This design comes from an exercise in tuning for small area on the open sky130 flow, not from production work. Function was checked by simulation only, so behaviour that the tests miss may differ from the original. Power figures rest on the tool's default switching activity, not on a simulated workload. The clock port is modelled as an ideal driver; clocking choices that lean on that would not hold on a real chip.

## conv_interleaver_commutator
module conv_interleaver_commutator #(
  parameter int unsigned WIDTH    = 8,
  parameter int unsigned BRANCHES = 12,
  parameter int unsigned DEPTH_M  = 8
) (
  input  logic             clk,
  input  logic             reset,
  input  logic             in_valid,
  input  logic [WIDTH-1:0] in_data,
  input  logic             in_sync,
  output logic             in_ready,
  input  logic             out_ready,
  output logic             out_valid,
  output logic [WIDTH-1:0] out_data,
  output logic             out_sync,
  output logic [3:0]       out_branch,
  output logic             sync_err
);
  logic             r_out_valid;
  logic [WIDTH-1:0] r_out_data;
  logic             r_out_sync;
  logic [3:0]       r_out_branch;
  logic             r_sync_err;
  logic             w_accept;
  logic [3:0]       w_cnt;
  logic             w_misalign;
  logic [3:0]       w_branch;
  logic [BRANCHES-1:0][WIDTH-1:0] w_rd_data;
  logic [BRANCHES-1:0]            w_full;
  assign in_ready   = out_ready | ~r_out_valid;
  assign w_accept   = in_valid & in_ready;
  assign w_cnt      = (r_out_branch == 4'(BRANCHES - 1)) ? '0 : r_out_branch + 4'd1;
  assign w_misalign = in_sync & (w_cnt != '0);
  assign w_branch   = w_misalign ? '0 : w_cnt;
  ...
==> module conv_interleaver_commutator, before the edit <==
module conv_interleaver_commutator #(
  parameter int unsigned WIDTH    = 8,
  parameter int unsigned BRANCHES = 12,
  parameter int unsigned DEPTH_M  = 8
) (
  input  logic             clk,
  input  logic             reset,
  input  logic             in_valid,
  input  logic [WIDTH-1:0] in_data,
  input  logic             in_sync,
  output logic             in_ready,
  input  logic             out_ready,
  output logic             out_valid,
  output logic [WIDTH-1:0] out_data,
  output logic             out_sync,
  output logic [3:0]       out_branch,
  output logic             sync_err
);
  logic             r_out_valid;
  logic [WIDTH-1:0] r_out_data;
  logic             r_out_sync;
  logic [3:0]       r_out_branch;
  logic             r_sync_err;
  logic             w_accept;
  logic [3:0]       w_cnt;
  logic             w_misalign;
  logic [3:0]       w_branch;
  logic [BRANCHES-1:0][WIDTH-1:0] w_rd_data;
  logic [BRANCHES-1:0]            w_full;
  assign in_ready   = out_ready | ~r_out_valid;
  assign w_accept   = in_valid & in_ready;
  assign w_cnt      = (r_out_branch == 4'(BRANCHES - 1)) ? '0 : r_out_branch + 4'd1;
  assign w_misalign = in_sync & (w_cnt != '0);
  assign w_branch   = w_misalign ? '0 : w_cnt;
  assign w_rd_data[0] = in_data;
  assign w_full[0]    = 1'b1;
  for (genvar b = 1; b < BRANCHES; b++) begin : g_branch
    localparam int unsigned DEP = b * DEPTH_M;
    localparam int unsigned W   = $clog2(DEP + 1);
    localparam bit          POW = (DEP == (1 << (W - 1)));
    localparam logic [W-1:0] FILL0 = POW ? '0 : W'((1 << W) - DEP);
    logic [DEP*WIDTH-1:0] r_sr;
    logic [W-1:0]         r_fill;
    logic                 w_sel;
    assign w_sel        = w_accept && (w_branch == 4'(b));
    assign w_full[b]    = POW ? r_fill[W-1] : (r_fill == '0);
    assign w_rd_data[b] = r_sr[DEP*WIDTH-1 -: WIDTH];
    always_ff @(posedge clk) begin
      if (w_sel) r_sr <= {r_sr[(DEP-1)*WIDTH-1:0], in_data};
    end
    always_ff @(posedge clk or negedge reset) begin
      if (!reset)                   r_fill <= FILL0;
      else if (w_sel && !w_full[b]) r_fill <= r_fill + 1'b1;
    end
  end
  always_ff @(posedge clk or negedge reset) begin
    if (!reset) begin
      r_out_valid  <= 1'b0;
      r_out_branch <= 4'(BRANCHES - 1);
      r_sync_err   <= 1'b0;
    end else if (w_accept) begin
      r_out_valid  <= 1'b1;
      r_out_branch <= w_branch;
      r_sync_err   <= w_misalign;
    end else if (out_ready) begin
      r_out_valid  <= 1'b0;
      r_sync_err   <= 1'b0;
    end
  end
  always_ff @(posedge clk) begin
    if (w_accept) begin
      r_out_data   <= w_rd_data[w_branch] & {WIDTH{w_full[w_branch]}};
      r_out_sync   <= in_sync;
    end
  end
  assign out_valid  = r_out_valid;
  assign out_data   = r_out_data;
  assign out_sync   = r_out_sync;
  assign out_branch = r_out_branch;
  assign sync_err   = r_sync_err;
endmodule
clock: 8.0 ns
lec_check: 0
cap_margin: 20
core_margin: 2
core_utilization: 70
slew_margin: 20
standard.sh (not shown) runs the stock make flow with config.mk's settings and CLKGATE_MAP_FILE= SYNTH_SCRIPT=/design/flow/synth_recipe.tcl, a recipe that flattens the netlist after the stock synthesis.
==> flow/flow/run.sh <==
#!/bin/bash
# The standard layout, with two changes: clock tree synthesis clusters up to 30 sinks within
# 80 um per leaf buffer, builds the upper tree from clkbuf_4 cells and inserts no dummy loads;
# and the port buffers are buf_1 cells.
set -euo pipefail
export CTS_ARGS="-sink_clustering_enable -repair_clock_nets -sink_clustering_size 30 -sink_clustering_max_diameter 80 -tree_buf sky130_fd_sc_hd__clkbuf_4 -dont_use_dummy_load"
export BUFFER_PORTS_ARGS="-buffer_cell sky130_fd_sc_hd__buf_1"
bash standard.sh > standard.log 2>&1
The starting point completed without violations.
Next try:
--- a/flow/design.v
+++ b/flow/design.v
@@ -26,15 +26,18 @@
   logic             w_misalign;
   logic [3:0]       w_branch;
   logic [BRANCHES-1:0][WIDTH-1:0] w_rd_data;
   logic [BRANCHES-1:0]            w_full;
+  logic [BRANCHES-1:0]            w_pick;
+  logic [WIDTH-1:0]               w_out_data;
   assign in_ready   = out_ready | ~r_out_valid;
   assign w_accept   = in_valid & in_ready;
   assign w_cnt      = (r_out_branch == 4'(BRANCHES - 1)) ? '0 : r_out_branch + 4'd1;
   assign w_misalign = in_sync & (w_cnt != '0);
   assign w_branch   = w_misalign ? '0 : w_cnt;
   assign w_rd_data[0] = in_data;
   assign w_full[0]    = 1'b1;
+  assign w_pick[0]    = (w_branch == '0);
   for (genvar b = 1; b < BRANCHES; b++) begin : g_branch
     localparam int unsigned DEP = b * DEPTH_M;
     localparam int unsigned W   = $clog2(DEP + 1);
     localparam bit          POW = (DEP == (1 << (W - 1)));
@@ -42,17 +45,32 @@
     logic [DEP*WIDTH-1:0] r_sr;
     logic [W-1:0]         r_fill;
     logic                 w_sel;
     assign w_sel        = w_accept && (w_branch == 4'(b));
+    assign w_pick[b]    = (w_branch == 4'(b));
     assign w_full[b]    = POW ? r_fill[W-1] : (r_fill == '0);
     assign w_rd_data[b] = r_sr[DEP*WIDTH-1 -: WIDTH];
     always_ff @(posedge clk) begin
       if (w_sel) r_sr <= {r_sr[(DEP-1)*WIDTH-1:0], in_data};
     end
+    logic [W-1:0] w_fill_next;
+    always_comb begin
+      logic t;
+      t = w_sel & ~w_full[b];
+      for (int i = 0; i < W; i++) begin
+        w_fill_next[i] = r_fill[i] ^ t;
+        t = t & r_fill[i];
+      end
+    end
     always_ff @(posedge clk or negedge reset) begin
       if (!reset)                   r_fill <= FILL0;
-      else if (w_sel && !w_full[b]) r_fill <= r_fill + 1'b1;
+      else                          r_fill <= w_fill_next;
     end
+  end
+  always_comb begin
+    w_out_data = '0;
+    for (int unsigned i = 0; i < BRANCHES; i++)
+      w_out_data |= w_rd_data[i] & {WIDTH{w_pick[i] & w_full[i]}};
   end
   always_ff @(posedge clk or negedge reset) begin
     if (!reset) begin
       r_out_valid  <= 1'b0;
@@ -68,9 +86,9 @@
     end
   end
   always_ff @(posedge clk) begin
     if (w_accept) begin
-      r_out_data   <= w_rd_data[w_branch] & {WIDTH{w_full[w_branch]}};
+      r_out_data   <= w_out_data;
       r_out_sync   <= in_sync;
     end
   end
   assign out_valid  = r_out_valid;
=> Routed wire length goes down by 2.0%; final area falls by 0.58%; setup slack got worse by 0.025 ns; global-route usage is lower by 0.17 points; synthesized cell count fell by 2.5%; count of clock-buffer cells in the layout is lower by 1; power climbs by 1.6%; area after synthesis falls by 0.54%; final cell count falls by 1.8%; non-clock buffer count went down by 12.

[port drivers added, routing unchanged]
The flow's constraints put no driver on any port. The routed layouts listed below were extracted and timed again, unchanged, in two steps.
Step 1 assumes that a clkbuf_16 drives the clock port and a buf_2 every other input.
Step 2 moves the port delays by t, midway between the first and last clock arrival at a register: inputs arrive t later, outputs are due t later. That takes back most of the time a late clock gives input paths.
Slacks: ideal ports / drivers / drivers and shift; pairs: ideal ports / drivers.
run	t (ns)	setup slack, ns	worst setup path after step 2	clock arrival spread, ns	cell pins on the clock port's net
the first run	1.012	3.148 / 3.209 / 2.197	input to register	0.129 / 0.129	1
the second run	1.006	3.123 / 3.123 / 2.884	input to register	0.103 / 0.103	1
After both steps every run listed still meets setup and hold. The setup slack of the first run, which loses most, moves by +0.061 ns with the drivers and by -0.951 ns with both steps.
